Background: an optimization exercise with open tools, aiming at small area, a short achievable clock period and few clock cycles per item. Do not read the settings as production practice.
The RTL was checked by simulation tests, not by an equivalence proof against the original design.

==> delta <==
## heater_pid_duty_control_unit
module heater_pid_duty_control_unit (
    input  logic                                 clk,
    input  logic                                 rst_n,
    input  logic                                 cfg_we,
    input  logic [hpdc_pkg::CFG_ADDR_W-1:0]      cfg_addr,
    input  logic [hpdc_pkg::CFG_DATA_W-1:0]      cfg_wdata,
    input  logic                                 s_tvalid,
    output logic                                 s_tready,
    input  logic [hpdc_pkg::IN_DATA_W-1:0]       s_tdata,
    output logic                                 m_tvalid,
    input  logic                                 m_tready,
    output logic [hpdc_pkg::OUT_DATA_W-1:0]      m_tdata
);
    logic [11:0] target_reg;
    logic        target_on_reg;
    logic [6:0]  floor_reg, ceil_reg;
    logic [11:0] below_reg, above_reg;
    logic [15:0] kp_reg, kd_reg;
    logic [8:0]  bi_one, bi_two, bi_neg;
    logic [15:7] ki_ge;    
    function automatic logic [26:0] booth_enc(input logic [15:0] g);
        logic [18:0] gx;
        logic [8:0] one, two, neg;
        gx = {2'b00, g, 1'b0};
        for (int j = 0; j < 9; j++)
        begin
            one[j] = gx[2*j+1] ^ gx[2*j];
            two[j] = (gx[2*j+2] & ~gx[2*j+1] & ~gx[2*j]) | (~gx[2*j+2] & gx[2*j+1] & gx[2*j]);
            neg[j] = gx[2*j+2] & ~(gx[2*j+1] & gx[2*j]);
        end
  ...
Settings: LEC_CHECK=0, CAP_MARGIN=20, CORE_MARGIN=2, CORE_UTILIZATION=40, CTS_CLUSTER_DIAMETER=100, CTS_CLUSTER_SIZE=24, GPL_TIMING_DRIVEN=0, SLEW_MARGIN=20; clock period 19.0 ns.
standard.sh (not shown) runs the stock make flow with config.mk's settings and CLKGATE_MAP_FILE= SYNTH_SCRIPT=/design/flow/synth_recipe.tcl, a recipe that flattens the netlist after the stock synthesis.
==> flow/flow/run.sh <==
#!/bin/bash
# Layout: the standard flow (standard.sh: the standard flow's synthesis and ORFS from floorplan to
# finish, at the design's clock period and constraints), with three changes in how the layout
# is made:
# - synthesis skips Yosys's early "abc -fast" (SYNTH_ARGS=-noabc), so that the full adders of
#   the generated adder tree are extracted as written, without polarity inverters between them
#   (the registers are the same as the standard synthesis's);
# - the port buffers are buf_4 cells instead of the default delay-buffer choice;
# - the resizer's timing repair aims for 14 ns of setup slack at the 19 ns clock, so that it
#   sizes the slowest paths as for a 5 ns clock.
# make's full output goes to standard.log; each ORFS step keeps its own log under orfs/logs/.
export SYNTH_ARGS="-noabc"
export BUFFER_PORTS_ARGS="-buffer_cell sky130_fd_sc_hd__buf_4"
export SETUP_SLACK_MARGIN=14.0
bash standard.sh > standard.log 2>&1
==> sierra (differences from delta) <==
==> flow/flow/run.sh (replaced) <==
#!/bin/bash
# Layout: the standard flow (standard.sh: the standard flow's synthesis and ORFS from floorplan to
# finish, at the design's clock period and constraints), with two changes in how the layout is
# made: the port buffers are buf_4 cells instead of the default delay-buffer choice, and the
# resizer's timing repair aims for 14 ns of setup slack at the 19 ns clock, so that it sizes the
# slowest paths as for a 5 ns clock. make's full output goes to standard.log; each ORFS step
# keeps its own log under orfs/logs/.
export BUFFER_PORTS_ARGS="-buffer_cell sky130_fd_sc_hd__buf_4"
export SETUP_SLACK_MARGIN=14.0
export CTS_ARGS="-sink_clustering_enable -repair_clock_nets -sink_clustering_size 24 -sink_clustering_max_diameter 100 -sink_clustering_levels 1"
bash standard.sh > standard.log 2>&1
GPL_TIMING_DRIVEN = default   (was 0)
==> lagoon (differences from delta) <==
GPL_TIMING_DRIVEN = default   (was 0)
==> comparison table <==
item	delta	lagoon	sierra
Run status	timing/DRC/antenna clean	timing/DRC/antenna clean	timing/DRC/antenna clean
Arr. time, crit path	1290 ps	1130 ps	1110 ps
R2r setup slk	14020 ps	14090 ps	14110 ps
Met1 wire length	48400 µm	43600 µm	43600 µm
Depth of the critical timing path with buffers and inverters included	2	1	1
Met1 global-route usage	37.7%	33.6%	33.2%
Post-detailed-placement half-perimeter wirelength	93400 µm	72700 µm	74600 µm
Vias in the first global route	26200	24700	25500
Logic depth of the worst register-to-register path	11	9	12
Unrepaired setup endpoints after global routing	true	false	false
Non-clock buffer share of cell area	6.56%	3.02%	3.56%
Endpoint of the worst hold-timing path	s3_code[1]	s3_code[1]	s3_code[0]
Maximum number of pins on one net before global-route repair	92	72	103
Die height	291 µm	291 µm	294 µm
Floorplan Core Area	0.0817 mm²	0.0817 mm²	0.0834 mm²
Source-to-sink clock delay at the later pin of the worst-skew pair	620 ps	580 ps	570 ps
Fraction of standard cell area that is sequential	22.4%	23.6%	23.0%
Post-Synthesis Cells	3134	3134	3367
Initial core utilization	40.2%	40.2%	40.3%
Overall routing resource usage	28.0%	23.9%	24.2%
Testbench counts of delta, summed over its fixed seeds: cycles 24,040, items 24,000.
Testbench counts of sierra, summed over its fixed seeds: cycles 24,040, items 24,000.
Testbench counts of lagoon, summed over its fixed seeds: cycles 24,040, items 24,000.

## re-timing with driven ports
Ports are ideal in the flow. The routed layouts listed here were re-timed in OpenROAD. Step 1, drivers: a clkbuf_16 drives clk and a buf_2 each remaining input, both assumed. Step 2 also shifts input and output timing later by t, the mid clock arrival at the registers, as if the neighbouring blocks saw the same clock. Three values: no drivers, after step 1, after step 2; two values: the first two.
run	t, ns	slack for setup (ns)	clock arrival spread, ns	worst register clock-pin slew, ns	worst data-port slew with drivers (ns)
delta	0.659	13.912 / 13.854 / 13.412	0.041 / 0.041	0.10 / 0.10	0.05
sierra	0.616	14.087 / 14.030 / 13.578	0.018 / 0.018	0.11 / 0.11	0.04
lagoon	0.627	14.074 / 14.013 / 13.504	0.023 / 0.023	0.11 / 0.11	0.06
After both steps setup and hold are still met in every run listed. The setup slack of lagoon, which loses most, moves by -0.061 ns with the drivers and by -0.570 ns with both steps.
